Background: an optimization exercise with open tools, aiming at small area, a short achievable clock period and few clock cycles. Do not read the settings as production practice.
RTL that was checked went through simulation tests only; none was proved equivalent to the original.
Only the layout flow was run in runs 2 to 4; the RTL was not checked for function there.
Power is estimated from default activity; no workload was simulated.

## design/flow/config.mk

```make
export PLATFORM = sky130hd
export DESIGN_NAME = fifo_icache_fetch_decode
export DESIGN_NICKNAME = fifo_icache_fetch_decode
export VERILOG_FILES = /design/flow/design.v
export SDC_FILE = /design/flow/constraint.sdc
export NUM_CORES = 4
export LEC_CHECK = 0
export CAP_MARGIN = 20
export CORE_MARGIN = 2
export CORE_UTILIZATION = 40
export SLEW_MARGIN = 20
```

## design/flow/constraint.sdc

```tcl
create_clock -name core_clock -period 5.0 [get_ports {clock}]
set_input_delay 1.0000 -clock core_clock [delete_from_list [all_inputs] [get_ports {clock}]]
set_output_delay 1.0000 -clock core_clock [all_outputs]
set_load 0.01 [all_outputs]
```

## design/flow/design.v

```verilog
`default_nettype none
package fifd_pkg;
   localparam int CACHE_ENTRIES = 16;
   localparam int SLOT_W = (CACHE_ENTRIES > 1) ? $clog2(CACHE_ENTRIES) : 1;
   localparam logic OP_LOOKUP = 1'b0;
   localparam logic OP_FILL   = 1'b1;
endpackage
`default_nettype wire
`default_nettype none
module fifd_cell
(
   input  wire logic        clock,
   input  wire logic        reset,
   input  wire logic        wr_en,
   input  wire logic [31:0] wr_addr,
   input  wire logic [31:0] wr_word,
   input  wire logic [31:0] probe_addr,
   output logic             match,
   output logic [31:0]      word
);
   logic [31:0] tag_ff;
   logic [31:0] word_ff;
   logic        valid_ff;
   always_ff @(posedge clock) begin
      if (reset) begin
         valid_ff <= 1'b0;
      end else if (wr_en) begin
         valid_ff <= 1'b1;
      end
      if (wr_en) begin
         tag_ff  <= wr_addr;
         word_ff <= wr_word;
      end
   end
   assign match = valid_ff && (tag_ff == probe_addr);
   assign word  = word_ff;
endmodule
`default_nettype wire
`default_nettype none
module fifd_decode
(
   input  wire logic [31:0] raw,
   output logic [31:0]      instruction,
   output logic [5:0]       major_op,
   output logic             imm_flag,
   output logic             branch_mode,
   output logic [3:0]       reg_a,
   output logic [3:0]       reg_b,
   output logic [3:0]       reg_c,
   output logic [15:0]      immediate
);
   logic [31:0] ir;
   assign ir          = {raw[7:0], raw[15:8], raw[23:16], raw[31:24]};
   assign instruction = ir;
   assign major_op    = ir[31:26];
   assign imm_flag    = ir[25];
   assign branch_mode = ir[24];
   assign reg_a       = ir[23:20];
   assign reg_b       = ir[19:16];
   assign reg_c       = ir[15:12];
   assign immediate   = {ir[7:0], ir[15:8]};
endmodule
`default_nettype wire
`default_nettype none
module fifo_icache_fetch_decode
(
   input  wire logic        clock,
   input  wire logic        reset,
   input  wire logic        start,
   output logic             busy,
   input  wire logic        req_opcode,
   input  wire logic [31:0] req_fetch_address,
   input  wire logic [31:0] req_memory_word,
   output logic             rsp_valid,
   output logic             rsp_hit,
   output logic [31:0]      rsp_instruction,
   output logic [5:0]       rsp_major_op,
   output logic             rsp_imm_flag,
   output logic             rsp_branch_mode,
   output logic [3:0]       rsp_reg_a,
   output logic [3:0]       rsp_reg_b,
   output logic [3:0]       rsp_reg_c,
   output logic [15:0]      rsp_immediate
);
   localparam int N      = fifd_pkg::CACHE_ENTRIES;
   localparam int SLOT_W = fifd_pkg::SLOT_W;
   logic              s1_valid;
   logic              s1_fill;
   logic [31:0]       s1_addr;
   logic [31:0]       s1_word;
   logic [SLOT_W-1:0] slot_ff;
   logic [N-1:0]      match;
   logic [N-1:0]      first;
   logic [N-1:0]      wr_en;
   logic [N-1:0]      s2_sel;
   logic              s2_valid;
   logic [N-1:0][31:0] words;
   logic [31:0]       read_word;
   logic              out_valid;
   logic              out_hit;
   logic [31:0]       out_word;
   assign busy = 1'b0;
   always_ff @(posedge clock) begin
      if (reset) begin
         s1_valid <= 1'b0;
      end else begin
         s1_valid <= start;
      end
      s1_fill <= (req_opcode == fifd_pkg::OP_FILL);
      s1_addr <= req_fetch_address;
      s1_word <= req_memory_word;
   end
   for (genvar i = 0; i < N; i++) begin : g_cell
      assign wr_en[i] = s1_valid && s1_fill && (slot_ff == SLOT_W'(i));
      fifd_cell u_cell (
         .clock      (clock),
         .reset      (reset),
         .wr_en      (wr_en[i]),
         .wr_addr    (s1_addr),
         .wr_word    (s1_word),
         .probe_addr (s1_addr),
         .match      (match[i]),
         .word       (words[i])
      );
   end
   always_comb begin
      logic seen;
      seen = 1'b0;
      for (int i = 0; i < N; i++) begin
         first[i] = match[i] && !seen;
         seen     = seen || match[i];
      end
   end
   always_ff @(posedge clock) begin
      if (reset) begin
         slot_ff  <= '0;
         s2_valid <= 1'b0;
      end else begin
         if (s1_valid && s1_fill) begin
            slot_ff <= slot_ff + 1'b1;
         end
         s2_valid <= s1_valid;
      end
      s2_sel <= s1_fill ? wr_en : first;
   end
   always_comb begin
      read_word = '0;
      for (int i = 0; i < N; i++) begin
         read_word = read_word | (words[i] & {32{s2_sel[i]}});
      end
   end
   always_ff @(posedge clock) begin
      if (reset) begin
         out_valid <= 1'b0;
      end else begin
         out_valid <= s2_valid;
      end
      out_hit  <= |s2_sel;
      out_word <= read_word;
   end
   assign rsp_valid = out_valid;
   assign rsp_hit   = out_hit;
   fifd_decode u_decode (
      .raw         (out_word),
      .instruction (rsp_instruction),
      .major_op    (rsp_major_op),
      .imm_flag    (rsp_imm_flag),
      .branch_mode (rsp_branch_mode),
      .reg_a       (rsp_reg_a),
      .reg_b       (rsp_reg_b),
      .reg_c       (rsp_reg_c),
      .immediate   (rsp_immediate)
   );
endmodule
`default_nettype wire
```

## design/flow/run.sh

```bash
#!/bin/bash
# synth_recipe.tcl (not shown) runs the flow's synth.tcl, then flattens the netlist and writes it again
# the make line also repeats each setting of config.mk as NAME=value (left out here)
make -C /OpenROAD-flow-scripts/flow DESIGN_CONFIG=/design/flow/config.mk WORK_HOME=/design/flow/orfs CLKGATE_MAP_FILE= SYNTH_SCRIPT=/design/flow/synth_recipe.tcl finish
```

==> results of run 1 <==
[cells in the final DEF, fill, tap and decap left out, types with 66 or more instances in the layout]
cell             count
edfxtp_1          1024
xnor2_1            278
xor2_1             233
clkdlybuf4s50_1    137
a22o_1             128
a221oi_1           128
clkbuf_16          116
nand4_1            109
dfxtp_1             94
buf_4               71
nor4_1              66
[cells by family (layout without fill, tap and decap cells)]
group,Yosys count,count (layout),synth area share
compound gates,274,274,0.0548
flops,1161,1161,0.767
other cells,1,1,0.0000859
fa+ha+maj,4,4,0.00115
simple gates,320,320,0.0421
mux,1,1,0.000229
xor+xnor,512,512,0.103
buf+inv,172,460,0.0319
[area by class of cell]
type                    count  share of cell area
clock buffers             143              0.0602
clock inverters            79              0.0199
well taps                1414              0.0348
repair buffers            233              0.0480
flip-flops and latches   1161               0.661
inverters                   5            0.000370
multi-input cells        1112               0.176
[power breakdown]
| part | switching [W] | leakage [nW] | internal [W] |
|---|---|---|---|
| registers | 0.000179 | 10.3 | 0.0106 |
| clock network | 0.00378 | 1.99 | 0.00536 |
| logic | 0.000301 | 3.70 | 0.000249 |
| total | 0.00426 | 16.0 | 0.0162 |
[per-layer routing]
metal  vias up  track usage
li1       9833            -
met4         2       0.0654
met3       216       0.0371
met1     11918        0.274
met2       980        0.330
met5         -            0
[synthesized netlist by cell type (8+ instances only)]
cell type	instances
edfxtp_1	1024
xnor2_1	278
xor2_1	233
dfxtp_1	137
a221oi_1	128
a22o_1	128
nand4_1	109
nor4_1	66
clkbuf_1	63
nor2_1	57
buf_4	46
buf_6	30
nand3_1	19
nor3_1	17
nand2_1	16
buf_12	13
buf_8	12
nand2b_1	8
[per-stage QoR]
step                      worst slack (ns)  hold slack (ns)  power, W  instance area, um^2  instances
after floorplan                      0.875            0.414    0.0113                43700       2445
after global placement                1.59            0.434    0.0115                46400       3913
after detailed placement              1.73            0.452    0.0115                46600       3921
after CTS                             1.65            0.461    0.0206                50700       4143
after global routing                  1.59            0.465    0.0210                50800       4147
final                                 1.75            0.456    0.0205                50800       4147
[registers in the layout, indices dropped and copies added (netlist names)]
name                    count
s2_sel                     16
out_hit                     1
out_valid                   1
g_cell.u_cell.word_ff     512
s2_valid                    1
slot_ff                     4
g_cell.u_cell.tag_ff      512
s1_addr                    32
out_word                   32
s1_fill                     1
s1_word                    32
s1_valid                    1
g_cell.u_cell.valid_ff     16
[worst max-delay path: cells and delay by family (launching register included)]
kind	cells	cell delay (ns)
compound gates	1	0.12
simple gates	6	1.72
flops	1	0.83
xor+xnor	1	0.09
buf+inv	1	0.36
[how the worst min path moves through the flow]
stage / to / cells after the start
2_1_floorplan: out_valid / 1
3_3_place_gp: out_valid / 1
3_5_place_dp: out_valid / 1
4_1_cts: out_valid / 1
5_1_grt: out_valid / 1
6_report: out_valid / 1
==> results.toml, run 1 <==
[detailed_routing]
via_per_inst = 5.53
post_drt_wl_per_cell_um = 27.3
wl_met1_um = 47100
top_layer = "met5"
num_vias = 22949
wl_met2_um = 54400
ant_nets = 0
wl_met3_um = 8250
route.detailed.drc = 0
dr.pass1.iters = 5
drt-total-wl_um = 113000
drtIter0Drc = 2594

[floorplan]
die_y_um = 334
die_x_um = 334
core_um2 = 109000
rows = 121
design.die.area_um2 = 112000
io_pins = 139
start_util = 0.402

[cts]
cts_root_buf = "clkbuf_16"
path_clk_slew_ns = 0.06
cts_buffers = 116
cts_resized = 0
insertion_delay_ns = 0.76
cts_max_path_buffers = 3
postCtsHoldBufs = 0
htreeDepth = 3
cts_tree = "built"
cts_sinks = 1161
post_cts_buffers = 0

[worst_hold_path]
hold_class = "reg2reg"
hp-start = "s2_valid"

[synthesis]
netlist_area_um2 = 43700
seq_area_frac_synth = 0.767
synthArstFlopShare = 0
yosysTopAreaCell = "edfxtp_1"
syn_area_per_cell_um2 = 17.9
yosysTopAreaCellShare = 0.704
syn-num-nets = 2517
ys_ff_latch = 1161
synth.top_cells.by_area = "edfxtp_1 70%, dfxtp_1 6.3%, xnor2_1 5.6%"
ys_warn_count = 2
synth_cells = 2445
synth_cell_types = 48
synth_edf_count = 1024
ys.flop_type = "edfxtp_1"

[critical_path]
r2r_cells = 9
r2r_start = "s1_addr[13]"
critPathLaunchType = "register"
endpoint = "s2_sel[11]"
critPathKind = "reg2reg"
r2r_setup_slack_ns = 1.75
crit_chain = "buf_4, xor2_1, nor4_1, nand2_2, nor4_2, a2111oi_4, nand4b_2, nor3_1, or2_1"
cp.arrival_ns = 3.87
cp.required_ns = 5.61
slowest_delay_ns = 0.83
cpMaxStageDelayCell = "dfxtp_2"
crit_start = "s1_addr[13]"
crit_path_end_kind = "register"
rr_endpoint = "s2_sel[11]"
cp_max_fo = 21

[cells_and_area]
multi_input_area_um2 = 8920
diodes = 0
nFillCells = 9082
drive_above_1_share = 0.127
seq_area_um2 = 33600
nNetsFinal = 2701
area_delta_synth_final_pct = 16.2
fin_util = 0.468

[power]
peakVddDrop_mv = 0.295
cellPowerDensity_nw_per_um2 = 403
power.leakage_nw = 16.0

[placement]
routabilityCongestion = 0.805
port-buffer-count = 137
place_hpwl_um = 63200

[sta]
finClkSkew_ns = 0.0750
finalMaxSlewViolations = 0
hold_viol = 0
max_freq_mhz = 307
rsz0062_at_grt = "false"
fin_crit_ns = 3.25
finalCritPeriodShare = 0.651
setup_tns_ns = 0
slew_headroom = 0.202
worst_slew_pin_slew_ns = 1.20
finalSetupViolCount = 0

[global_route]
grt_pass1_wl_um = 164000
antenna_found_initial = 2
grt_pass1_vias = 23110
gr-total-overflow = 0
grt_max_degree = 55
grt_usage = 0.202

[flow_run]
cap_viol_max_count = 0

[run_status]
status = "no timing/DRC/antenna violations"
Testbench counts, summed over its fixed seeds: cycles 12,024.
==> inputs of run 2 (changes only) <==
--- a/design/flow/design.v
+++ b/design/flow/design.v
@@ -90,11 +90,11 @@
    logic [31:0]       s1_word;
    logic [SLOT_W-1:0] slot_ff;
    logic [N-1:0]      match;
-   logic [N-1:0]      first;
    logic [N-1:0]      wr_en;
    logic [N-1:0]      s2_sel;
    logic              s2_valid;
    logic [N-1:0][31:0] words;
+   logic [N-1:0]      first;
    logic [31:0]       read_word;
    logic              out_valid;
    logic              out_hit;
@@ -123,14 +123,6 @@
          .word       (words[i])
       );
    end
-   always_comb begin
-      logic seen;
-      seen = 1'b0;
-      for (int i = 0; i < N; i++) begin
-         first[i] = match[i] && !seen;
-         seen     = seen || match[i];
-      end
-   end
    always_ff @(posedge clock) begin
       if (reset) begin
          slot_ff  <= '0;
@@ -141,12 +133,20 @@
          end
          s2_valid <= s1_valid;
       end
-      s2_sel <= s1_fill ? wr_en : first;
+      s2_sel <= s1_fill ? wr_en : match;
+   end
+   always_comb begin
+      logic seen;
+      seen = 1'b0;
+      for (int i = 0; i < N; i++) begin
+         first[i] = s2_sel[i] && !seen;
+         seen     = seen || s2_sel[i];
+      end
    end
    always_comb begin
       read_word = '0;
       for (int i = 0; i < N; i++) begin
-         read_word = read_word | (words[i] & {32{s2_sel[i]}});
+         read_word = read_word | (words[i] & {32{first[i]}});
       end
    end
    always_ff @(posedge clock) begin
--- a/design/flow/config.mk
+++ b/design/flow/config.mk
@@ -8,4 +8,5 @@
 export CAP_MARGIN = 20
 export CORE_MARGIN = 2
 export CORE_UTILIZATION = 40
+export SETUP_SLACK_MARGIN = 2.6
 export SLEW_MARGIN = 20
==> run 2 against run 1 <==
Clock power fell by 8.0%. Maximum frequency rose by 38%. Largest cell class unchanged. Via count rose by 4.7%. Still clean.
==> results.toml, run 2 <==
[run_status]
status = "no timing/DRC/antenna violations"

[critical_path]
r2r_cells = 5
crit_chain = "clkdlybuf4s15_1"
r2r_setup_slack_ns = 2.66
critPathKind = "reg2out"
critPathLaunchType = "register"
rr_endpoint = "out_word[15]"
crit_path_end_kind = "output port"
cpMaxStageDelayCell = "dfxtp_1"
path_buf_inv = 1
cp.arrival_ns = 1.35
slowest_delay_ns = 0.39
cp.required_ns = 4.00
critPathTopFamily = "flip-flops"
r2r_start = "s2_sel[12]"
cp_max_fo = 2

[synthesis]
seq_area_frac_synth = 0.763
synth_cell_types = 44
ys.flop_type = "edfxtp_1"
synth.top_cells.by_area = "edfxtp_1 70%, xor2_1 6.9%, dfxtp_1 6.2%"
yosysTopAreaCellShare = 0.701
syn-num-nets = 2801
synth_most_common_cell = "edfxtp_1"
ys_top_cells_by_count = "1024 x edfxtp_1, 346 x xor2_1, 165 x nand2_1"
ys_warn_count = 2
synth_edf_count = 1024
synthArstFlopShare = 0
syn_area_per_cell_um2 = 16.1
netlist_area_um2 = 43900
yosysTopAreaCell = "edfxtp_1"
ys_ff_latch = 1161
synth_cells = 2729

[floorplan]
start_util = 0.403
die_x_um = 335
io_pins = 139
design.die.area_um2 = 112000
die_y_um = 335
core_um2 = 109000
rows = 121

[worst_hold_path]
min_to = "out_valid"
hp-start = "s2_valid"
hold_class = "reg2reg"
hold_depth = 1

[global_route]
antenna_found_initial = 3
grt_pass1_wl_um = 158000
gr-total-overflow = 0
grt_usage = 0.191
grt_max_degree = 67
grt_pass1_vias = 23256

[detailed_routing]
route.detailed.drc = 0
num_vias = 24027
drt-total-wl_um = 111000
drtIter0Drc = 2179
ant_nets = 0
dr.pass1.iters = 5
post_drt_wl_per_cell_um = 24.9
via_per_inst = 5.40

[cts]
cts_sinks = 1161
cts_root_buf = "clkbuf_16"
insertion_delay_ns = 0.70
cts_tree = "built"
path_clk_slew_ns = 0.06
cts_max_path_buffers = 3
cts_buffers = 115
postCtsHoldBufs = 0
htreeDepth = 3

[placement]
place_hpwl_um = 59900
pre_cts_ws_ns = 1.88
port-buffer-count = 137
routabilityCongestion = 0.783

[power]
power.leakage_nw = 16.8
peakVddDrop_mv = 0.322
cellPowerDensity_nw_per_um2 = 385

[sta]
finalMaxSlewViolations = 0
finClkSkew_ns = 0.0207
setup_tns_ns = 0
worst_slew_pin_slew_ns = 1.12
fin_crit_ns = 2.35
rsz0062_at_grt = "true"
finalSetupViolCount = 0
hold_viol = 0
finalCritPeriodShare = 0.470
slew_headroom = 0.249
timing.final.ws_setup_ns = 2.65
max_freq_mhz = 425

[cells_and_area]
nNetsFinal = 3002
drive_above_1_share = 0.135
diodes = 0
layout_commonest_cell = "edfxtp_1"
final_cell_mix = "1024 x edfxtp_1, 346 x xor2_1, 164 x xnor2_1"
area_delta_synth_final_pct = 17.3
largestRegisters = "g_cell.u_cell.tag_ff: 512 flops, g_cell.u_cell.word_ff: 512 flops"

[flow_run]
cap_viol_max_count = 0
[run 2: changes by cell type after synthesis, moves of 33 or more]
cell / previous run / this run
a22oi_1: 0 / 64
inv_1: 5 / 41
nor2b_1: 3 / 39
o21ai_0: 1 / 122
buf_2: 1 / 35
xnor2_1: 278 / 164
a22o_1: 128 / 1
clkbuf_1: 63 / 106
nand2_1: 16 / 165
xor2_1: 233 / 346
a21oi_1: 0 / 33
[run 2: final cells by class]
class	count	area, um^2
inverter	41	154
sequential	1161	33600
clock buffer	167	3260
multi-input combinational	1347	9700
clock inverter	52	448
tap	1414	1770
timing repair buffer	264	2520
fill	9138	57400
[run 2: worst max-delay path by stage]
stage | from | endpoint | cells past startpoint
6_report | out_word[5] | rsp_instruction[29] | 1
5_1_grt | slot_ff[3] | g_cell[9].u_cell.tag_ff[2] | 2
4_1_cts | slot_ff[2] | g_cell[14].u_cell.word_ff[13] | 3
3_5_place_dp | s2_sel[9] | out_word[29] | 6
3_3_place_gp | s2_sel[9] | out_word[0] | 5
2_1_floorplan | s1_valid | g_cell[3].u_cell.tag_ff[0] | 4
[run 2: through the flow]
| step | total power [W] | hold slack [ns] | util | cell area (um^2) | std cells |
|---|---|---|---|---|---|
| detailed placement | 0.0116 | 0.444 | 0.433 | 47100 | 4172 |
| global placement | 0.0116 | 0.430 | 0.432 | 47100 | 4171 |
| finish | 0.0198 | 0.446 | 0.473 | 51500 | 4446 |
| floorplan | 0.0113 | 0.414 | - | 44200 | 2729 |
| CTS | 0.0200 | 0.456 | 0.469 | 51100 | 4410 |
| global route | 0.0204 | 0.469 | 0.473 | 51500 | 4446 |
[run 2: power by group]
part / internal (W) / switching (W)
Sequential: 0.0106 / 0.000198
Combinational: 0.000274 / 0.000351
Clock: 0.00483 / 0.00358
[run 2: cells by family (layout without fill, tap and decap cells)]
family / Yosys count / after routing / synth area share
simple gates: 483 / 489 / 0.0567
other cells: 1 / 1 / 0.0000854
mux: 1 / 1 / 0.000228
fa+ha+maj: 4 / 4 / 0.00114
flops: 1161 / 1161 / 0.763
compound gates: 342 / 342 / 0.0522
buf+inv: 227 / 524 / 0.0249
xor+xnor: 510 / 510 / 0.102
[run 2: metal layers]
| metal | up-vias | share of wire | global-route usage |
|---|---|---|---|
| met3 | 182 | 0.059 | 0.0256 |
| met2 | 873 | 0.48 | 0.317 |
| li1 | 10599 | - | - |
| met5 | - | 0.00022 | 0 |
| met1 | 12369 | 0.43 | 0.266 |
| met4 | 4 | 0.025 | 0.0508 |
[run 2: timing repair]
item | in CTS | in global routing
buffers inserted | 15 | 33
gates cloned | 4 | 2
resized for setup | 149 | 23
setup endpoints to repair | 612 | 292
pin swaps | 10 | 2
==> inputs of run 3 (changes only) <==
--- a/design/flow/config.mk
+++ b/design/flow/config.mk
@@ -8,5 +8,4 @@
 export CAP_MARGIN = 20
 export CORE_MARGIN = 2
 export CORE_UTILIZATION = 40
-export SETUP_SLACK_MARGIN = 2.6
 export SLEW_MARGIN = 20
==> run 3 against run 2 <==
Utilization fell by 0.57 points. Non-clock buffer count fell by 41. First-iteration DRC count fell by 5.7%. Register-to-register slack got worse by 0.90 ns. Critical path depth rose by 6. Critical endpoint is now out_word[3]. Sequential power barely moved. Final area fell by 1.2%. Critical path type is now reg2reg. Final cell count fell by 1.0%. Highest routed layer unchanged. Synthesized cell count did not move.
==> results.toml, run 3 <==
[cells_and_area]
nNetsFinal = 2957
seq_area_um2 = 33500
finalInstanceArea_um2 = 50900
multi_input_area_um2 = 9490
final_cell_mix = "1024 x edfxtp_1, 346 x xor2_1, 165 x nand2_1"
nFillCells = 9128
largestRegisters = "g_cell.u_cell.tag_ff: 512 flops, g_cell.u_cell.word_ff: 512 flops"
drive_above_1_share = 0.110
diodes = 0
area_delta_synth_final_pct = 15.9
layout_commonest_cell = "edfxtp_1"

[sta]
finClkSkew_ns = 0.0261
fin_crit_ns = 3.24
slew_headroom = 0.232
worst_slew_pin_slew_ns = 1.15
finalSetupViolCount = 0
max_freq_mhz = 308
finalMaxSlewViolations = 0
holdWs_ns = 0.444
timing.final.ws_setup_ns = 1.76
rsz0062_at_grt = "false"
setup_tns_ns = 0
finalCritPeriodShare = 0.648
hold_viol = 0

[critical_path]
cp.arrival_ns = 3.88
cpMaxStageDelayCell = "and4b_1"
rr_endpoint = "out_word[3]"
critPathKind = "reg2reg"
critPathLaunchType = "register"
cp.required_ns = 5.64
cp_common_cell = "buf_4"
r2r_cells = 7
crit_chain = "or4_1, nor2_2, buf_4, and4b_1, buf_4, nand2_1, nand4_1"
crit_path_end_kind = "register"
slowest_delay_ns = 0.76
r2r_setup_slack_ns = 1.76
r2r_start = "s2_sel[6]"
cp_max_fo = 34

[detailed_routing]
num_vias = 23451
drtIter0Drc = 2055
ant_nets = 0
drt-total-wl_um = 106000
dr.pass1.iters = 5
via_per_inst = 5.33
route.detailed.drc = 0
post_drt_wl_per_cell_um = 24.0

[power]
peakVddDrop_mv = 0.321
power.leakage_nw = 16.4
cellPowerDensity_nw_per_um2 = 394

[global_route]
grt_pass1_vias = 23598
grt_pass1_wl_um = 155000
antenna_found_initial = 2
gr-total-overflow = 0
grt_usage = 0.188
grt_max_degree = 67

[cts]
path_clk_slew_ns = 0.06
postCtsHoldBufs = 0
cts_tree = "built"
insertion_delay_ns = 0.71
cts_root_buf = "clkbuf_16"
cts_sinks = 1161
htreeDepth = 3
post_cts_buffers = 0
cts_resized = 0
cts_max_path_buffers = 3
cts_buffers = 117

[synthesis]
syn-num-nets = 2801
ys_ff_latch = 1161
yosysTopAreaCell = "edfxtp_1"
seq_area_frac_synth = 0.763
synthArstFlopShare = 0
synth.top_cells.by_area = "edfxtp_1 70%, xor2_1 6.9%, dfxtp_1 6.2%"
syn_area_per_cell_um2 = 16.1
synth_edf_count = 1024
synth_most_common_cell = "edfxtp_1"
synth_cell_types = 44
netlist_area_um2 = 43900
synth_cells = 2729
ys.flop_type = "edfxtp_1"
ys_warn_count = 2
ys_top_cells_by_count = "1024 x edfxtp_1, 346 x xor2_1, 165 x nand2_1"
yosysTopAreaCellShare = 0.701

[placement]
place_hpwl_um = 62900
pre_cts_ws_ns = 1.76
dpl_cell_area_um2 = 47000
routabilityCongestion = 0.781
port-buffer-count = 137

[flow_run]
cap_viol_max_count = 0

[floorplan]
design.die.area_um2 = 112000
start_util = 0.403
io_pins = 139
core_um2 = 109000
die_x_um = 335
rows = 121
die_y_um = 335

[worst_hold_path]
hold_depth = 1
hp-start = "s2_valid"
hold_class = "reg2reg"
min_to = "out_valid"

[run_status]
status = "no timing/DRC/antenna violations"
run 3: cell counts after synthesis:
Identical to the previous run, type by type.
run 3: worst max-delay path: cells and delay by family (launching register included):
family / cells / cell delay (ns)
and+or+nand+nor: 5 / 1.75
buffers and inverters: 2 / 0.74
DFF: 1 / 0.63
run 3: cell type report:
type / instances / share of cell area
multi-input combinational: 1341 / 0.187
timing repair buffer: 223 / 0.0410
clock buffer: 166 / 0.0640
sequential: 1161 / 0.659
inverter: 41 / 0.00303
clock inverter: 54 / 0.0113
tap: 1414 / 0.0348
run 3: logic make-up (layout without fill, tap and decap cells):
| family | count (synthesis) | in the layout | synth area share |
|---|---|---|---|
| buf+inv | 227 | 484 | 0.0249 |
| mux | 1 | 1 | 0.000228 |
| compound gates | 342 | 342 | 0.0522 |
| flops | 1161 | 1161 | 0.763 |
| fa+ha+maj | 4 | 4 | 0.00114 |
| xor+xnor | 510 | 510 | 0.102 |
| other cells | 1 | 1 | 0.0000854 |
| simple gates | 483 | 483 | 0.0567 |
run 3: through the flow:
stage,total power (W),utilization,std cells
CTS,0.0202,0.467,4398
detailed placement,0.0116,0.432,4178
global route,0.0207,0.467,4400
finish,0.0200,0.467,4400
floorplan,0.0112,-,2729
global placement,0.0116,0.432,4178
run 3: where the power goes:
part           leakage [nW]  switching [W]  internal (W)
combinational          4.13       0.000332      0.000265
clock                  1.88        0.00362       0.00500
sequential             10.3       0.000191        0.0106
total                  16.4        0.00414        0.0159
run 3: worst max-delay path by stage:
stage / startpoint / endpoint / slack (ns) / depth (start not counted)
after floorplan: s1_fill / g_cell[11].u_cell.tag_ff[0] / 0.89 / 4
after global placement: s2_sel[6] / out_word[3] / 1.80 / 7
after detailed placement: s2_sel[6] / out_word[3] / 1.76 / 7
after CTS: s2_sel[6] / out_word[3] / 1.74 / 7
after global routing: s2_sel[6] / out_word[3] / 1.59 / 7
final: s2_sel[6] / out_word[3] / 1.76 / 7
run 3: metal layers:
layer	track usage	part of all wire	wire, um	up-vias
li1	-	-	-	10494
met1	0.253	0.42	44800	11941
met2	0.313	0.48	51300	833
met3	0.0300	0.063	6720	181
met4	0.0583	0.028	2940	2
met5	0	0.00010	11	-
==> inputs of run 4 (changes only) <==
--- a/design/flow/config.mk
+++ b/design/flow/config.mk
@@ -8,4 +8,5 @@
 export CAP_MARGIN = 20
 export CORE_MARGIN = 2
 export CORE_UTILIZATION = 40
+export SETUP_SLACK_MARGIN = 3.0
 export SLEW_MARGIN = 20
==> run 4 against run 3 <==
Final area is 7.1% higher. Largest cell class unchanged. Largest power group unchanged. Area after synthesis stayed put. Clock power is 2% higher. Wire length is 16% higher. Sequential share of layout area is 4.0 points lower. First-iteration DRC count is 29% higher. Synthesized cell count stayed put. Still clean. Sequential power hardly changed. Via count is 7.5% higher. Critical endpoint is now rsp_reg_c[2]. Combinational power is 47% higher.
==> results.toml, run 4 <==
[sta]
setup_tns_ns = 0
rsz0062_at_grt = "true"
finalMaxSlewViolations = 0
max_freq_mhz = 440
worst_slew_pin_slew_ns = 0.926
finClkSkew_ns = 0.0329
hold_viol = 0
fin_crit_ns = 2.27
finalSetupViolCount = 0
slew_headroom = 0.382
finalCritPeriodShare = 0.455

[critical_path]
cp.arrival_ns = 1.27
cp_max_fo = 3
cp.required_ns = 4.00
critPathLaunchType = "register"
r2r_cells = 10
cpMaxStageDelayCell = "dfxtp_4"
cp_common_cell = "buf_6"
critPathKind = "reg2out"
crit_path_end_kind = "output port"
crit_chain = "buf_6, buf_6"
slowest_delay_ns = 0.36

[placement]
port-buffer-count = 137
routabilityCongestion = 0.784
dpl_cell_area_um2 = 47100
place_hpwl_um = 62600

[power]
peakVddDrop_mv = 0.301
power.leakage_nw = 18.2
total_power_w = 0.0203
cellPowerDensity_nw_per_um2 = 374

[global_route]
grt_pass1_wl_um = 175000
antenna_found_initial = 5
grt_pass1_vias = 24717
gr-total-overflow = 0
grt_max_degree = 67
grt_usage = 0.215

[cts]
cts_root_buf = "clkbuf_16"
cts_max_path_buffers = 3
cts_sinks = 1161
path_clk_slew_ns = 0.06
cts_buffers = 115
cts_tree = "built"
htreeDepth = 3
insertion_delay_ns = 0.71

[synthesis]
synthArstFlopShare = 0
yosysTopAreaCell = "edfxtp_1"
syn-num-nets = 2801
yosysTopAreaCellShare = 0.701
synth_cells = 2729
ys_warn_count = 2
seq_area_frac_synth = 0.763
syn_area_per_cell_um2 = 16.1
synth_cell_types = 44
synth.top_cells.by_area = "edfxtp_1 70%, xor2_1 6.9%, dfxtp_1 6.2%"
netlist_area_um2 = 43900
ys_top_cells_by_count = "1024 x edfxtp_1, 346 x xor2_1, 165 x nand2_1"
ys.flop_type = "edfxtp_1"
ys_ff_latch = 1161
synth_edf_count = 1024
synth_most_common_cell = "edfxtp_1"

[cells_and_area]
fin_util = 0.500
finalInstanceArea_um2 = 54500
multi_input_area_um2 = 10300
nNetsFinal = 3147
nFillCells = 8822
layout_commonest_cell = "edfxtp_1"
final_cell_mix = "1024 x edfxtp_1, 345 x xor2_1, 163 x xnor2_1"
area_delta_synth_final_pct = 24.1
drive_above_1_share = 0.236
seq_area_um2 = 33700
largestRegisters = "g_cell.u_cell.tag_ff: 512 flops, g_cell.u_cell.word_ff: 512 flops"

[worst_hold_path]
hold_class = "reg2reg"
hold_depth = 1

[detailed_routing]
via_per_inst = 5.49
post_drt_wl_per_cell_um = 26.6
ant_nets = 0
drt-total-wl_um = 122000
num_vias = 25211
dr.pass1.iters = 7
drtIter0Drc = 2643
route.detailed.drc = 0

[floorplan]
start_util = 0.403
die_y_um = 335
io_pins = 139
die_x_um = 335
design.die.area_um2 = 112000
core_um2 = 109000
rows = 121

[flow_run]
cap_viol_max_count = 0

[run_status]
status = "no timing/DRC/antenna violations"
## run 4: cell counts after synthesis
Identical to the previous run, type by type.
## run 4: final timing paths
check               startpoint      endpoint  slack, ns
setup / recovery  out_word[22]  rsp_reg_c[2]       2.73
hold / removal        s2_valid     out_valid       0.44
setup reg to reg     s2_sel[6]  out_word[10]       2.81
hold reg to reg       s2_valid     out_valid       0.44
## run 4: critical path: cells and delay by family, from the launching register on
family / cells / cell delay [ns]
flip-flops: 1 / 0.36
buffers and inverters: 2 / 0.22
## run 4: timing repair
item | CTS | global route
resized for setup | 605 | 111
hold endpoints to repair | 0 | 0
cloned | 21 | 2
hold buffers | 0 | 0
pin swaps | 76 | 58
endpoints found under the setup margin | 1108 | 399
buffers inserted | 142 | 23
## run 4: cell families after synthesis
family                   Yosys count  share of synthesized area
flip-flops                      1161                      0.763
XOR/XNOR                         510                      0.102
AND/OR/NAND/NOR                  483                     0.0567
AO/OA/AOI/OAI                    342                     0.0522
buffers and inverters            227                     0.0249
adder cells (fa/ha/maj)            4                    0.00114
other                              1                  0.0000854
multiplexers                       1                   0.000228
## run 4: stage by stage
stage	worst slack (ns)	hold WS, ns	cells
2_1_floorplan	2.25	0.414	2729
3_3_place_gp	1.84	0.426	4184
3_5_place_dp	1.80	0.440	4184
4_1_cts	2.68	0.454	4566
5_1_grt	2.67	0.464	4592
6_report	2.73	0.443	4592
## run 4: layout make-up
cell class	instances	share of cell area
Clock buffer	153	0.0583
Sequential cell	1161	0.619
Clock inverter	66	0.0127
Inverter	41	0.00289
Timing Repair Buffer	405	0.0846
Tap cell	1414	0.0325
Multi-Input combinational cell	1351	0.190
Antenna cell	1	0.0000459
## run 4: routing by layer
layer	up-vias	share of wire	GRT usage
met4	2	0.027	0.0634
met2	1085	0.48	0.350
met3	207	0.070	0.0300
li1	10903	-	-
met1	13014	0.42	0.301
met5	-	0.00011	0
## run 4: power breakdown
part	switching (W)	internal (W)	leakage [nW]	total, W
Clock	0.00366	0.00509	1.89	0.00875
Sequential	0.000129	0.0106	10.4	0.0107
Combinational	0.000484	0.000394	5.95	0.000878
Total	0.00427	0.0161	18.2	0.0203
==> inputs of run 5 (changes only) <==
--- a/design/flow/design.v
+++ b/design/flow/design.v
@@ -84,41 +84,29 @@
 );
    localparam int N      = fifd_pkg::CACHE_ENTRIES;
    localparam int SLOT_W = fifd_pkg::SLOT_W;
-   logic              s1_valid;
-   logic              s1_fill;
-   logic [31:0]       s1_addr;
-   logic [31:0]       s1_word;
+   logic              fill_accept;
    logic [SLOT_W-1:0] slot_ff;
    logic [N-1:0]      match;
    logic [N-1:0]      wr_en;
-   logic [N-1:0]      s2_sel;
-   logic              s2_valid;
+   logic [N-1:0]      s1_sel;
+   logic              s1_valid;
    logic [N-1:0][31:0] words;
    logic [N-1:0]      first;
    logic [31:0]       read_word;
    logic              out_valid;
    logic              out_hit;
    logic [31:0]       out_word;
-   assign busy = 1'b0;
-   always_ff @(posedge clock) begin
-      if (reset) begin
-         s1_valid <= 1'b0;
-      end else begin
-         s1_valid <= start;
-      end
-      s1_fill <= (req_opcode == fifd_pkg::OP_FILL);
-      s1_addr <= req_fetch_address;
-      s1_word <= req_memory_word;
-   end
+   assign busy        = 1'b0;
+   assign fill_accept = start && (req_opcode == fifd_pkg::OP_FILL);
    for (genvar i = 0; i < N; i++) begin : g_cell
-      assign wr_en[i] = s1_valid && s1_fill && (slot_ff == SLOT_W'(i));
+      assign wr_en[i] = fill_accept && (slot_ff == SLOT_W'(i));
       fifd_cell u_cell (
          .clock      (clock),
          .reset      (reset),
          .wr_en      (wr_en[i]),
-         .wr_addr    (s1_addr),
-         .wr_word    (s1_word),
-         .probe_addr (s1_addr),
+         .wr_addr    (req_fetch_address),
+         .wr_word    (req_memory_word),
+         .probe_addr (req_fetch_address),
          .match      (match[i]),
          .word       (words[i])
       );
@@ -126,21 +114,21 @@
    always_ff @(posedge clock) begin
       if (reset) begin
          slot_ff  <= '0;
-         s2_valid <= 1'b0;
+         s1_valid <= 1'b0;
       end else begin
-         if (s1_valid && s1_fill) begin
+         if (fill_accept) begin
             slot_ff <= slot_ff + 1'b1;
          end
-         s2_valid <= s1_valid;
+         s1_valid <= start;
       end
-      s2_sel <= s1_fill ? wr_en : match;
+      s1_sel <= (req_opcode == fifd_pkg::OP_FILL) ? wr_en : match;
    end
    always_comb begin
       logic seen;
       seen = 1'b0;
       for (int i = 0; i < N; i++) begin
-         first[i] = s2_sel[i] && !seen;
-         seen     = seen || s2_sel[i];
+         first[i] = s1_sel[i] && !seen;
+         seen     = seen || s1_sel[i];
       end
    end
    always_comb begin
@@ -153,9 +141,9 @@
       if (reset) begin
          out_valid <= 1'b0;
       end else begin
-         out_valid <= s2_valid;
+         out_valid <= s1_valid;
       end
-      out_hit  <= |s2_sel;
+      out_hit  <= |s1_sel;
       out_word <= read_word;
    end
    assign rsp_valid = out_valid;
--- a/design/flow/config.mk
+++ b/design/flow/config.mk
@@ -8,5 +8,8 @@
 export CAP_MARGIN = 20
 export CORE_MARGIN = 2
 export CORE_UTILIZATION = 40
-export SETUP_SLACK_MARGIN = 3.0
+export CTS_BUF_LIST = sky130_fd_sc_hd__clkbuf_8
+export CTS_CLUSTER_DIAMETER = 40
+export CTS_CLUSTER_SIZE = 16
+export SETUP_SLACK_MARGIN = 2.7
 export SLEW_MARGIN = 20
==> run 5 against run 4 <==
Register-to-register slack got worse by 0.08 ns. Synthesized cell count is 7.1% lower. Final area shrank 9.4%. Sequential share of layout area grew 3.4 points. Wire length shrank 13%. Via count decreased by 8.8%. Total power shrank 9.5%. Critical endpoint is now rsp_instruction[24]. Highest routed layer unchanged.
==> results.toml, run 5 <==
[floorplan]
die_y_um = 330
die_x_um = 330
core_um2 = 105000
design.die.area_um2 = 109000
io_pins = 139
rows = 119
start_util = 0.403

[critical_path]
path_buf_inv = 1
cp.arrival_ns = 1.36
rr_endpoint = "out_word[23]"
r2r_start = "s1_sel[4]"
crit_path_end_kind = "output port"
critPathKind = "reg2out"
slowest_delay_ns = 0.39
critPathLaunchType = "register"
crit_chain = "buf_6"
r2r_cells = 5
r2r_setup_slack_ns = 2.73
cp_max_fo = 2
cpMaxStageDelayCell = "dfxtp_4"
cp.required_ns = 4.00
critPathTopFamily = "flip-flops"

[run_status]
status = "no timing/DRC/antenna violations"

[cells_and_area]
area_delta_synth_final_pct = 16.3
drive_above_1_share = 0.181
final_cell_mix = "1024 x edfxtp_1, 325 x xor2_1, 187 x xnor2_1"
nNetsFinal = 2801
stdcell_count = 4232
layout_commonest_cell = "edfxtp_1"
largestRegisters = "g_cell.u_cell.tag_ff: 512 flops, g_cell.u_cell.word_ff: 512 flops, out_word: 32 flops"
finalInstanceArea_um2 = 49400

[synthesis]
synth_cells = 2536
synth_cell_types = 46
ys.flop_type = "edfxtp_1"
synth_edf_count = 1024
ys_warn_count = 2
ys_top_cells_by_count = "1024 x edfxtp_1, 325 x xor2_1, 187 x xnor2_1"
synth_most_common_cell = "edfxtp_1"
syn_area_per_cell_um2 = 16.7
syn-num-nets = 2608
yosysTopAreaCellShare = 0.724
synth.top_cells.by_area = "edfxtp_1 72%, xor2_1 6.7%, xnor2_1 3.9%"
netlist_area_um2 = 42500
yosysTopAreaCell = "edfxtp_1"
ys_ff_latch = 1095
seq_area_frac_synth = 0.758
synthArstFlopShare = 0

[power]
peakVddDrop_mv = 0.295
p_sw_w = 0.00421
internal-power_w = 0.0142
seqPwrFrac = 0.550
total_power_w = 0.0184
power.leakage_nw = 16.0
cellPowerDensity_nw_per_um2 = 373
swShare = 0.228
p_clk_frac = 0.400
p_comb_frac = 0.050

[flow_run]
cap_viol_max_count = 0

[sta]
setup_tns_ns = 0
finalMaxSlewViolations = 0
max_freq_mhz = 424
worst_slew_pin_slew_ns = 1.13
hold_viol = 0
finalCritPeriodShare = 0.472
fin_crit_ns = 2.36
holdWs_ns = 0.434
finalSetupViolCount = 0
slew_headroom = 0.242
finClkSkew_ns = 0.0541
rsz0062_at_grt = "true"

[detailed_routing]
drt-total-wl_um = 106000
route.detailed.drc = 0
via_per_inst = 5.43
drtIter0Drc = 2204
ant_nets = 0
num_vias = 22987
dr.pass1.iters = 6
post_drt_wl_per_cell_um = 25.0

[cts]
htreeDepth = 4
cts_buffers = 133
postCtsHoldBufs = 0
cts_sinks = 1095
insertion_delay_ns = 0.85
path_clk_slew_ns = 0.08
cts_root_buf = "clkbuf_8"
cts_max_path_buffers = 3
cts_tree = "built"

[global_route]
grt_usage = 0.196
grt_max_degree = 67
grt_pass1_wl_um = 156000
grt_pass1_vias = 23547
gr-total-overflow = 0
antenna_found_initial = 2

[placement]
routabilityCongestion = 0.769
dp.cells = 3965
place_hpwl_um = 57200
port-buffer-count = 137
dpl_cell_area_um2 = 45600

[worst_hold_path]
hp-start = "s1_valid"
hold_class = "reg2reg"
min_to = "out_valid"
hold_depth = 1
==> run 5: changes by cell type after synthesis, moves of 40 or more <==
cell	previous run	this run
nand2_1	165	70
a221oi_1	96	4
dfxtp_1	137	71
a222oi_1	1	61
o21ai_0	122	67
nand4_1	97	57
==> run 5: area by class of cell <==
cell class,instances,area (um^2)
fill,8867,55900
sequential,1095,32300
multi-input combinational,1257,9740
timing repair buffer,236,2410
clock buffer,136,1870
tap,1391,1740
clock inverter,109,1300
inverter,6,22.5
antenna,2,5.00
==> run 5: power by group through the flow <==
stage	Sequential, W	Combinational [W]	Clock (W)
after floorplan	0.0103	0.000466	0
after global placement	0.0103	0.000888	0
after detailed placement	0.0103	0.000906	0
after CTS	0.0101	0.000928	0.00752
after global routing	0.0101	0.000996	0.00788
final	0.0101	0.000924	0.00737
==> run 5: cell families after synthesis <==
group,share of synthesized area
buffers and inverters,0.0215
flip-flops,0.758
other,0.0000883
adder cells (fa/ha/maj),0.00118
multiplexers,0.000236
AND/OR/NAND/NOR,0.0493
XOR/XNOR,0.106
AO/OA/AOI/OAI,0.0643
==> run 5: worst max-delay path by stage <==
stage | start | endpoint | cells past startpoint
floorplan | req_opcode | g_cell[3].u_cell.tag_ff[0] | 4
global placement | req_opcode | g_cell[14].u_cell.word_ff[14] | 6
detailed placement | req_opcode | g_cell[14].u_cell.word_ff[19] | 6
CTS | out_word[0] | rsp_instruction[24] | 1
global route | out_word[0] | rsp_instruction[24] | 1
finish | out_word[0] | rsp_instruction[24] | 1
==> run 5: metrics by stage <==
stage	worst slack, ns	util
2_1_floorplan	1.57	-
3_3_place_gp	1.52	0.433
3_5_place_dp	1.47	0.433
4_1_cts	2.56	0.467
5_1_grt	2.57	0.469
6_report	2.64	0.469
==> run 5: what timing repair did <==
action	4_1_cts	5_1_grt
setup endpoints to repair	638	332
setup buffers	8	3
pin swaps	8	4
gates cloned	9	0
resized for setup	418	43
==> run 5: per-layer routing <==
layer	wire [um]	up-vias	global-route usage
met5	13	-	0
met4	2190	2	0.0612
met3	6290	162	0.0325
met2	51700	796	0.326
met1	45700	11899	0.263
li1	-	10128	-
Testbench counts of run 5, summed over its fixed seeds: cycles 12,016.
==> inputs of run 6 (changes only) <==
--- a/design/flow/config.mk
+++ b/design/flow/config.mk
@@ -8,8 +8,5 @@
 export CAP_MARGIN = 20
 export CORE_MARGIN = 2
 export CORE_UTILIZATION = 40
-export CTS_BUF_LIST = sky130_fd_sc_hd__clkbuf_8
-export CTS_CLUSTER_DIAMETER = 40
-export CTS_CLUSTER_SIZE = 16
 export SETUP_SLACK_MARGIN = 2.7
 export SLEW_MARGIN = 20
==> run 6 against run 5 <==
Flip-flop and latch count is the same. Final area increased by 0.93%. Area after synthesis stayed put. First-iteration DRC count increased by 6.3%. Die area unchanged. Clock power increased by 15%. Sequential power hardly changed. Utilization grew 0.44 points. Count of clock-buffer cells in the layout grew 16. Largest cell class unchanged.
==> results.toml, run 6 <==
[power]
power.leakage_nw = 16.1
cellPowerDensity_nw_per_um2 = 392
peakVddDrop_mv = 0.294
total_power_w = 0.0195

[synthesis]
ys_top_cells_by_count = "1024 x edfxtp_1, 325 x xor2_1, 187 x xnor2_1"
synth_cells = 2536
syn-num-nets = 2608
netlist_area_um2 = 42500
synth_cell_types = 46
synth.top_cells.by_area = "edfxtp_1 72%, xor2_1 6.7%, xnor2_1 3.9%"
ys_warn_count = 2
seq_area_frac_synth = 0.758
ys_ff_latch = 1095
syn_area_per_cell_um2 = 16.7
synth_edf_count = 1024
yosysTopAreaCellShare = 0.724
synth_most_common_cell = "edfxtp_1"
synthArstFlopShare = 0
ys.flop_type = "edfxtp_1"
yosysTopAreaCell = "edfxtp_1"

[global_route]
grt_max_degree = 67
gr-total-overflow = 0
grt_usage = 0.196
grt_pass1_wl_um = 156000
grt_pass1_vias = 23304
antenna_found_initial = 4

[detailed_routing]
route.detailed.drc = 0
post_drt_wl_per_cell_um = 25.4
ant_nets = 0
via_per_inst = 5.48
dr.pass1.iters = 8
num_vias = 22994
drt-total-wl_um = 107000
drtIter0Drc = 2342

[floorplan]
design.die.area_um2 = 109000
die_y_um = 330
io_pins = 139
core_um2 = 105000
die_x_um = 330
start_util = 0.403
rows = 119

[critical_path]
r2r_start = "s1_sel[11]"
crit_path_end_kind = "register"
critPathLaunchType = "input port"
rr_endpoint = "out_word[20]"
slowest_delay_ns = 0.51
cp_max_fo = 66
crit_chain = "clkdlybuf4s50_1, buf_12, and2_4, buf_12, nand2_8, nor2_4, buf_16"
r2r_cells = 5
r2r_setup_slack_ns = 2.72
cp.arrival_ns = 2.62
cp_common_cell = "buf_12"
cpMaxStageDelayCell = "clkdlybuf4s50_1"
critPathKind = "in2reg"
cp.required_ns = 5.33

[sta]
slew_headroom = 0.305
setup_tns_ns = 0
hold_viol = 0
finalSetupViolCount = 0
fin_crit_ns = 2.29
rsz0062_at_grt = "true"
finalCritPeriodShare = 0.458
finClkSkew_ns = 0.0248
max_freq_mhz = 437
worst_slew_pin_slew_ns = 1.04
finalMaxSlewViolations = 0

[placement]
place_hpwl_um = 57200
dpl_cell_area_um2 = 45600
dp.cells = 3965
routabilityCongestion = 0.769
port-buffer-count = 137

[cells_and_area]
fin_util = 0.473
drive_above_1_share = 0.160
nNetsFinal = 2782
largestRegisters = "g_cell.u_cell.tag_ff: 512 flops, g_cell.u_cell.word_ff: 512 flops, out_word: 32 flops"
stdcell_count = 4198
area_delta_synth_final_pct = 17.4
final_cell_mix = "1024 x edfxtp_1, 325 x xor2_1, 187 x xnor2_1"
layout_commonest_cell = "edfxtp_1"
diodes = 0
finalInstanceArea_um2 = 49800

[cts]
cts_buffers = 110
cts_root_buf = "clkbuf_16"
cts_max_path_buffers = 3
insertion_delay_ns = 0.70
postCtsHoldBufs = 0
path_clk_slew_ns = 0.06
cts_tree = "built"
cts_sinks = 1095
htreeDepth = 3

[worst_hold_path]
hp-start = "s1_valid"
min_to = "out_valid"
hold_class = "reg2reg"
hold_depth = 1

[run_status]
status = "no timing/DRC/antenna violations"

[flow_run]
cap_viol_max_count = 0
[run 6: through the flow]
stage / hold slack, ns / worst slack, ns
2_1_floorplan: 0.406 / 1.57
3_3_place_gp: 0.425 / 1.52
3_5_place_dp: 0.422 / 1.47
4_1_cts: 0.437 / 2.62
5_1_grt: 0.458 / 2.59
6_report: 0.435 / 2.71
[run 6: area by class of cell]
| cell class | instances | area (um^2) |
|---|---|---|
| Multi-Input combinational cell | 1257 | 9750 |
| Clock buffer | 152 | 3090 |
| Tap cell | 1391 | 1740 |
| Clock inverter | 57 | 689 |
| Timing Repair Buffer | 240 | 2300 |
| Sequential cell | 1095 | 32200 |
| Fill cell | 8776 | 55400 |
| Inverter | 6 | 22.5 |
[run 6: report_power, final]
part | internal [W] | total, W | leakage (nW) | switching [W]
sequential | 0.0101 | 0.0101 | 9.82 | 0.0000369
combinational | 0.000320 | 0.000895 | 4.48 | 0.000574
clock | 0.00505 | 0.00850 | 1.85 | 0.00345
total | 0.0155 | 0.0195 | 16.1 | 0.00406
[run 6: logic make-up after synthesis]
family	after synthesis	synth area share
compound gates	340	0.0643
simple gates	392	0.0493
flops	1095	0.758
other cells	1	0.0000883
xor+xnor	512	0.106
buf+inv	191	0.0215
fa+ha+maj	4	0.00118
mux	1	0.000236
[run 6: routing by layer]
layer  global-route usage  up-vias  part of all wire
li1                     -    10075                 -
met1                0.264    11877              0.42
met2                0.324      860              0.48
met3               0.0325      178             0.067
met4               0.0625        4             0.028
met5                    0        -           0.00032
[run 6: worst max path at each step]
stage,end,slack [ns],start
3_5_place_dp,g_cell[14].u_cell.word_ff[19],1.47,req_opcode
6_report,g_cell[8].u_cell.tag_ff[23],2.71,req_opcode
4_1_cts,g_cell[15].u_cell.word_ff[9],2.62,slot_ff[2]
5_1_grt,s1_sel[9],2.59,req_fetch_address[0]
3_3_place_gp,g_cell[14].u_cell.word_ff[14],1.52,req_opcode
2_1_floorplan,g_cell[3].u_cell.tag_ff[0],1.57,req_opcode
[run 6: critical path: cells and delay by family]
kind,cells,cell delay (ns)
buf+inv,4,1.11
simple gates,3,0.41
[run 6: repair_timing]
| action | CTS | global route |
|---|---|---|
| cloned | 9 | 1 |
| setup buffers | 11 | 3 |
| resized for setup | 310 | 43 |
| pin swaps | 8 | 3 |
| endpoints found under the setup margin | 1159 | 371 |
==> inputs of run 7 (changes only) <==
--- a/design/flow/config.mk
+++ b/design/flow/config.mk
@@ -5,8 +5,9 @@
 export SDC_FILE = /design/flow/constraint.sdc
 export NUM_CORES = 4
 export LEC_CHECK = 0
+export ABC_AREA = 1
 export CAP_MARGIN = 20
 export CORE_MARGIN = 2
-export CORE_UTILIZATION = 40
-export SETUP_SLACK_MARGIN = 2.7
+export CORE_UTILIZATION = 65
+export SETUP_SLACK_MARGIN = 2.8
 export SLEW_MARGIN = 20
==> run 7 against run 6 <==
Utilization up 29 points. Sequential power about the same. First-iteration DRC count up 55%. Total power down 2.4%. Combinational power up 18%. Global-route usage up 17 points.
==> results.toml, run 7 <==
[synthesis]
syn-num-nets = 3761
yosysTopAreaCell = "edfxtp_1"
synth.top_cells.by_area = "edfxtp_1 69%, nand2_1 5.5%, nor2_1 4.1%"
synth_cells = 3689
synthArstFlopShare = 0
yosysTopAreaCellShare = 0.686
synth_cell_types = 41
synth_most_common_cell = "edfxtp_1"
netlist_area_um2 = 44800
syn_area_per_cell_um2 = 12.1
ys.flop_type = "edfxtp_1"
ys_top_cells_by_count = "1024 x edfxtp_1, 654 x nand2_1, 485 x nor2_1"
ys_ff_latch = 1095
ys_warn_count = 2
seq_area_frac_synth = 0.718
synth_edf_count = 1024

[sta]
hold_viol = 0
finalSetupViolCount = 0
max_freq_mhz = 442
fin_crit_ns = 2.26
slew_headroom = 0.542
rsz0062_at_grt = "true"
worst_slew_pin_slew_ns = 0.682
finalCritPeriodShare = 0.453
finalMaxSlewViolations = 0
holdWs_ns = 0.417
setup_tns_ns = 0
finClkSkew_ns = 0.0195

[cells_and_area]
layout_commonest_cell = "edfxtp_1"
finalInstanceArea_um2 = 52200
final_cell_mix = "1024 x edfxtp_1, 641 x nand2_1, 464 x nor2_1"
nFillCells = 4347
largestRegisters = "g_cell.u_cell.tag_ff: 512 flops, g_cell.u_cell.word_ff: 512 flops, out_word: 32 flops"
diodes = 0
area_delta_synth_final_pct = 16.6
drive_above_1_share = 0.151
nNetsFinal = 4025

[critical_path]
cp_max_fo = 65
critPathLaunchType = "input port"
cpMaxStageDelayCell = "clkdlybuf4s50_1"
critPathKind = "in2reg"
cp.required_ns = 5.30
crit_chain = "clkdlybuf4s50_1, nand2_8, inv_12, nand2_4, nor2_4, clkbuf_16"
slowest_delay_ns = 0.58
cp.arrival_ns = 2.56
crit_path_end_kind = "register"

[detailed_routing]
drtIter0Drc = 3639
post_drt_wl_per_cell_um = 26.4
drt-total-wl_um = 130000
ant_nets = 0
dr.pass1.iters = 6
num_vias = 30262
via_per_inst = 6.15
route.detailed.drc = 0

[global_route]
antenna_found_initial = 3
grt_pass1_vias = 29450
grt_pass1_wl_um = 185000
grt_usage = 0.362
grt_max_degree = 67
gr-total-overflow = 0

[cts]
cts_tree = "built"
htreeDepth = 3
postCtsHoldBufs = 0
path_clk_slew_ns = 0.06
cts_buffers = 107
cts_root_buf = "clkbuf_16"
cts_max_path_buffers = 3
cts_sinks = 1095
insertion_delay_ns = 0.67

[floorplan]
design.die.area_um2 = 71000
core_um2 = 68500
rows = 96
io_pins = 139
die_x_um = 267
start_util = 0.654
die_y_um = 267

[flow_run]
cap_viol_max_count = 0

[run_status]
status = "no timing/DRC/antenna violations"

[power]
p_sw_w = 0.00409
peakVddDrop_mv = 0.392
internal-power_w = 0.0150
power.leakage_nw = 19.3
total_power_w = 0.0191
seqPwrFrac = 0.531
p_clk_frac = 0.413
swShare = 0.215
p_comb_frac = 0.056
cellPowerDensity_nw_per_um2 = 365

[placement]
routabilityCongestion = 0.960
port-buffer-count = 137
place_hpwl_um = 72200
dpl_cell_area_um2 = 47300

[worst_hold_path]
hold_class = "reg2reg"
## run 7: kinds of logic (layout without fill, tap and decap cells)
kind of cell | count (synthesis) | count (layout) | synth area share
AND/OR/NAND/NOR | 1671 | 1676 | 0.164
flip-flops | 1095 | 1095 | 0.718
buffers and inverters | 509 | 852 | 0.0488
AO/OA/AOI/OAI | 210 | 210 | 0.0290
XOR/XNOR | 199 | 199 | 0.0389
adder cells (fa/ha/maj) | 4 | 4 | 0.00112
other | 1 | 1 | 0.0000837
## run 7: per-stage QoR
step	setup slack (ns)	std cells	utilization
3_5_place_dp	0.948	4617	0.691
4_1_cts	2.60	4889	0.755
3_3_place_gp	0.925	4617	0.691
2_1_floorplan	2.33	3689	-
6_report	2.74	4919	0.763
5_1_grt	2.71	4919	0.763
## run 7: what timing repair did
item                                     CTS  global route
endpoints found under the setup margin  1159           453
cloned                                    14             6
buffers inserted                          65            24
resized for setup                        431            90
pin swaps                                 14             8
## run 7: power by group through the flow
stage | Sequential (W) | Combinational, W | Clock [W]
final | 0.0101 | 0.00106 | 0.00787
after global routing | 0.0101 | 0.00111 | 0.00826
after CTS | 0.0101 | 0.00100 | 0.00791
after detailed placement | 0.0103 | 0.000937 | 0
after global placement | 0.0103 | 0.000919 | 0
after floorplan | 0.0103 | 0.000455 | 0
## run 7: worst max-delay path, delay by kind of cell
| family | cells | cell delay [ns] |
|---|---|---|
| buffers and inverters | 3 | 0.99 |
| AND/OR/NAND/NOR | 3 | 0.30 |
## run 7: per-layer routing
metal / global-route usage / part of all wire / vias to the layer above
li1: - / - / 13300
met1: 0.466 / 0.36 / 14788
met2: 0.594 / 0.48 / 1807
met3: 0.0457 / 0.095 / 367
met4: 0.218 / 0.065 / 0
met5: 0 / 0 / -
## run 7: worst paths after layout
kind,startpoint,endpoint,slack (ns),cells after the start
hold reg to reg,s1_valid,out_valid,0.42,2
setup reg to reg,s1_sel[1],out_word[12],2.80,12
setup / recovery,start,g_cell[15].u_cell.tag_ff[14],2.74,6
hold / removal,s1_valid,out_valid,0.42,2
## run 7: cell type report
cell class	count	area [um^2]	share of cell area
clock inverter	39	390	0.00747
sequential	1095	32200	0.616
timing repair buffer	330	3250	0.0621
inverter	320	1290	0.0248
multi-input combinational	2090	10900	0.209
clock buffer	154	3020	0.0577
tap	882	1100	0.0211
timing repair inverter	9	65.1	0.00125
==> inputs of run 8 (changes only) <==
--- a/design/flow/config.mk
+++ b/design/flow/config.mk
@@ -5,9 +5,9 @@
 export SDC_FILE = /design/flow/constraint.sdc
 export NUM_CORES = 4
 export LEC_CHECK = 0
-export ABC_AREA = 1
 export CAP_MARGIN = 20
 export CORE_MARGIN = 2
 export CORE_UTILIZATION = 65
+export CTS_BUF_LIST = sky130_fd_sc_hd__clkbuf_8 sky130_fd_sc_hd__clkbuf_16
 export SETUP_SLACK_MARGIN = 2.8
 export SLEW_MARGIN = 20
==> run 8 against run 7 <==
Sequential power about the same. Hold slack improved by 0.015 ns. Synthesized cell count fell by 31%. Flip-flop and latch count stayed put. Highest routed layer is now met5. Final cell count down 25%. Critical path depth decreased by 2. Die area down 5.2%. Final area is 5.5% lower. Count of clock-buffer cells in the layout is 30 lower. Still clean. Global-route usage down 4.4 points. Non-clock buffer count shrank 49. Clock skew rose by 0.0095 ns.
==> results.toml, run 8 <==
[global_route]
grt_max_degree = 67
grt_pass1_vias = 23418
gr-total-overflow = 0
grt_pass1_wl_um = 154000
grt_usage = 0.318
antenna_found_initial = 3

[critical_path]
critPathLaunchType = "register"
crit_path_end_kind = "register"
cp.arrival_ns = 2.73
cp.required_ns = 5.55
cp_max_fo = 10
crit_chain = "or4_4, or4b_4, buf_12, or3_1"
critPathKind = "reg2reg"
cpMaxStageDelayCell = "or4_4"
slowest_delay_ns = 0.60

[detailed_routing]
ant_nets = 0
drtIter0Drc = 2930
dr.pass1.iters = 6
via_per_inst = 6.42
num_vias = 23686
drt-total-wl_um = 108000
post_drt_wl_per_cell_um = 29.3
route.detailed.drc = 0

[power]
total_power_w = 0.0189
cellPowerDensity_nw_per_um2 = 382
power.leakage_nw = 16.5
peakVddDrop_mv = 0.395

[cells_and_area]
area_delta_synth_final_pct = 16.3
layout_commonest_cell = "edfxtp_1"
drive_above_1_share = 0.167
nNetsFinal = 2816
nFillCells = 3739
final_cell_mix = "1024 x edfxtp_1, 325 x xor2_1, 187 x xnor2_1"
largestRegisters = "g_cell.u_cell.tag_ff: 512 flops, g_cell.u_cell.word_ff: 512 flops, out_word: 32 flops"

[synthesis]
syn-num-nets = 2608
syn_area_per_cell_um2 = 16.7
synth_cell_types = 46
ys_top_cells_by_count = "1024 x edfxtp_1, 325 x xor2_1, 187 x xnor2_1"
synth_most_common_cell = "edfxtp_1"
synth.top_cells.by_area = "edfxtp_1 72%, xor2_1 6.7%, xnor2_1 3.9%"
yosysTopAreaCell = "edfxtp_1"
ys.flop_type = "edfxtp_1"
synth_edf_count = 1024
synth_cells = 2536
synthArstFlopShare = 0
ys_ff_latch = 1095
netlist_area_um2 = 42500
yosysTopAreaCellShare = 0.724
ys_warn_count = 2
seq_area_frac_synth = 0.758

[sta]
slew_headroom = 0.217
hold_viol = 0
timing.final.ws_setup_ns = 2.82
worst_slew_pin_slew_ns = 1.17
finalMaxSlewViolations = 0
fin_crit_ns = 2.18
finalSetupViolCount = 0
setup_tns_ns = 0
rsz0062_at_grt = "true"
finClkSkew_ns = 0.0290
max_freq_mhz = 458
finalCritPeriodShare = 0.437

[cts]
insertion_delay_ns = 0.66
htreeDepth = 3
cts_root_buf = "clkbuf_16"
path_clk_slew_ns = 0.06
postCtsHoldBufs = 0
cts_tree = "built"
cts_sinks = 1095
cts_max_path_buffers = 3
cts_buffers = 104

[floorplan]
io_pins = 139
core_um2 = 64500
die_y_um = 260
start_util = 0.659
design.die.area_um2 = 67400
die_x_um = 260
rows = 93

[run_status]
status = "no timing/DRC/antenna violations"

[worst_hold_path]
hold_class = "reg2reg"

[placement]
port-buffer-count = 137
routabilityCongestion = 0.801
place_hpwl_um = 57200
pre_cts_ws_ns = 1.66

[flow_run]
cap_viol_max_count = 0
-- run 8: cell types whose count changed after synthesis, moves of 47 or more --
cell / before / now
a222oi_1: 0 / 61
a22oi_1: 0 / 94
inv_1: 309 / 6
nand2_1: 654 / 70
nand3_1: 197 / 5
nand4_1: 183 / 57
nor2_1: 485 / 85
nor4_1: 8 / 86
o22ai_1: 50 / 3
or2_2: 60 / 0
xnor2_1: 80 / 187
xor2_1: 119 / 325
-- run 8: layout make-up --
class	instances	area, um^2	share of cell area
Clock buffer	124	2930	0.0594
Multi-Input combinational cell	1256	9780	0.198
Antenna cell	1	2.50	0.0000507
Sequential cell	1095	32200	0.653
Tap cell	855	1070	0.0217
Inverter	6	22.5	0.000456
Timing Repair Buffer	281	2840	0.0575
Clock inverter	74	495	0.0100
-- run 8: kinds of logic (layout without fill, tap and decap cells) --
group | Yosys count | count (layout) | synth area share
xor gates and xnor gates | 512 | 512 | 0.106
muxes | 1 | 1 | 0.000236
buffers and inverters | 191 | 485 | 0.0215
and+or+nand+nor | 392 | 398 | 0.0493
adders and majority gates | 4 | 4 | 0.00118
DFF | 1095 | 1095 | 0.758
other | 1 | 2 | 0.0000883
AOI/OAI and AO/OA | 340 | 340 | 0.0643
-- run 8: routing by layer --
metal  GRT usage  part of all wire  vias up
met5           0           0.00011        -
met4       0.113             0.031        2
met3      0.0555             0.085      185
met2       0.532              0.50     1249
met1       0.425              0.39    12103
li1            -                 -    10147
-- run 8: path summary, 6_finish.rpt --
kind             start   endpoint  slack, ns  depth (start not counted)
max reg2reg  s1_sel[6]    out_hit       2.82                          4
min reg2reg   s1_valid  out_valid       0.43                          1
max          s1_sel[6]    out_hit       2.82                          4
min           s1_valid  out_valid       0.43                          1
-- run 8: metrics by stage --
step	hold slack (ns)	area (um^2)	util	std cells
after floorplan	0.406	42800	-	2536
after global placement	0.419	44900	0.697	3433
after detailed placement	0.431	44900	0.697	3433
after CTS	0.432	48900	0.759	3672
after global routing	0.459	49400	0.766	3691
final	0.431	49400	0.766	3692
-- run 8: power breakdown --
group	internal, W	switching [W]	leakage, nW
sequential	0.0101	0.0000336	9.82
clock	0.00450	0.00329	1.84
combinational	0.000339	0.000606	4.88
total	0.0149	0.00393	16.5
-- run 8: worst max-delay path, delay by kind of cell (launching register included) --
kind / cells / cell delay [ns]
simple gates: 3 / 1.50
flops: 1 / 0.39
buf+inv: 1 / 0.18
-- run 8: what timing repair did --
action	CTS	global route
cloned	11	9
endpoints found under the setup margin	851	586
hold endpoints to repair	0	0
buffers inserted	30	10
pin swaps	16	13
resized for setup	383	59
==> inputs of run 9 (changes only) <==
--- a/design/flow/config.mk
+++ b/design/flow/config.mk
@@ -7,7 +7,6 @@
 export LEC_CHECK = 0
 export CAP_MARGIN = 20
 export CORE_MARGIN = 2
-export CORE_UTILIZATION = 65
-export CTS_BUF_LIST = sky130_fd_sc_hd__clkbuf_8 sky130_fd_sc_hd__clkbuf_16
+export CORE_UTILIZATION = 80
 export SETUP_SLACK_MARGIN = 2.8
 export SLEW_MARGIN = 20
==> run 9 against run 8 <==
Now fails the layout checks on max-slew violations. Critical path type unchanged. Non-clock buffer count is 3 lower. First-iteration DRC count is 110% higher. Flip-flop and latch count unchanged. Critical endpoint is now out_word[15].
==> results.toml, run 9 <==
[cells_and_area]
area_delta_synth_final_pct = 15.8
largestRegisters = "g_cell.u_cell.tag_ff: 512 flops, g_cell.u_cell.word_ff: 512 flops, out_word: 32 flops"
final_cell_mix = "1024 x edfxtp_1, 325 x xor2_1, 187 x xnor2_1"
nFillCells = 1321
layout_commonest_cell = "edfxtp_1"
nNetsFinal = 2808

[cts]
htreeDepth = 3
cts_tree = "built"
path_clk_slew_ns = 0.07
insertion_delay_ns = 0.73
cts_sinks = 1095
cts_max_path_buffers = 3
cts_buffers = 101
cts_root_buf = "clkbuf_16"

[synthesis]
ys_warn_count = 2
synth_most_common_cell = "edfxtp_1"
ys_top_cells_by_count = "1024 x edfxtp_1, 325 x xor2_1, 187 x xnor2_1"
synth_cells = 2536
ys.flop_type = "edfxtp_1"
yosysTopAreaCell = "edfxtp_1"
synth_edf_count = 1024
synth_cell_types = 46
yosysTopAreaCellShare = 0.724
synthArstFlopShare = 0
synth.top_cells.by_area = "edfxtp_1 72%, xor2_1 6.7%, xnor2_1 3.9%"
netlist_area_um2 = 42500
syn_area_per_cell_um2 = 16.7
syn-num-nets = 2608

[sta]
finalMaxSlewViolations = 5
finClkSkew_ns = 0.0506
rsz0062_at_grt = "true"
worst_slew_pin_slew_ns = 2.22
finalSetupViolCount = 0
max_freq_mhz = 283
finalCritPeriodShare = 0.708
setup_tns_ns = 0
timing.final.ws_setup_ns = 1.46
fin_crit_ns = 3.54
hold_viol = 0
holdWs_ns = 0.495

[floorplan]
rows = 84
io_pins = 139
die_y_um = 234
core_um2 = 52600
start_util = 0.808
die_x_um = 234
design.die.area_um2 = 54900

[global_route]
antenna_found_initial = 22
grt_max_degree = 67
grt_usage = 0.459
gr-total-overflow = 0

[detailed_routing]
drtIter0Drc = 6100
dr.pass1.iters = 11
route.detailed.drc = 0
post_drt_wl_per_cell_um = 40.3
drt-total-wl_um = 142000
num_vias = 27586

[critical_path]
cp_max_fo = 12
r2r_setup_slack_ns = 1.46
critPathLaunchType = "register"
cp.required_ns = 5.57
crit_path_end_kind = "register"
critPathKind = "reg2reg"

[worst_hold_path]
hold_class = "reg2reg"

[run_status]
so.violations = "max-slew violations"
status = "complete, but fails checks"

[placement]
routabilityCongestion = 0.823
pre_cts_ws_ns = 1.92
place_hpwl_um = 59900

[power]
power.leakage_nw = 16.3
peakVddDrop_mv = 0.500
-- run 9: worst max-delay path: stages, from the launching register on --
cell and delay (ns):
dfxtp_4 0.48, buf_12 0.15, buf_12 0.10, buf_12 0.14, nand2b_1 0.10, a222oi_1 1.72, o211a_1 0.62, nand2_1 0.09
-- run 9: metrics by stage --
| step | instance area, um^2 | util | instances |
|---|---|---|---|
| finish | 49200 | 0.935 | 3516 |
| global route | 49100 | 0.935 | 3510 |
| CTS | 48300 | 0.919 | 3473 |
| detailed placement | 44700 | 0.851 | 3262 |
| global placement | 44700 | 0.851 | 3262 |
| floorplan | 42800 | - | 2536 |
-- run 9: cell type report --
cell class	count	area (um^2)	area share
flip-flops and latches	1095	32200	0.656
multi-input cells	1254	9910	0.202
repair buffers	278	2780	0.0566
clock buffers	126	2770	0.0563
well taps	688	861	0.0175
clock inverters	63	552	0.0112
inverters	6	22.5	0.000458
diodes	6	15.0	0.000305
-- run 9: cells by family after synthesis --
family,after synthesis,share of synthesized area
compound gates,340,0.0643
xor+xnor,512,0.106
fa+ha+maj,4,0.00118
buf+inv,191,0.0215
flops,1095,0.758
mux,1,0.000236
other cells,1,0.0000883
simple gates,392,0.0493
-- run 9: where the power goes --
| part | switching [W] | internal (W) | total (W) |
|---|---|---|---|
| combinational | 0.000775 | 0.000366 | 0.00114 |
| sequential | 0.0000492 | 0.0101 | 0.0101 |
| clock | 0.00364 | 0.00439 | 0.00803 |
| total | 0.00446 | 0.0148 | 0.0193 |
-- run 9: repair_timing --
action,CTS,global route
cloned,7,11
buffers inserted,15,24
hold endpoints to repair,0,0
setup endpoints to repair,475,646
pin swaps,25,25
resized for setup,392,96
-- run 9: path summary, 6_finish.rpt --
check / startpoint / to / cells past startpoint
setup reg to reg: s1_sel[0] / out_word[15] / 7
setup / recovery: s1_sel[0] / out_word[15] / 7
hold reg to reg: g_cell[6].u_cell.valid_ff / g_cell[6].u_cell.valid_ff / 2
hold / removal: g_cell[6].u_cell.valid_ff / g_cell[6].u_cell.valid_ff / 2
-- run 9: metal layers --
layer  global-route usage  share of wire  vias up
met4                0.355           0.10       28
met5                    0         0.0017        -
met2                0.723           0.45     3429
met3                0.120           0.17     1041
met1                0.548           0.28    12971
li1                     -              -    10117
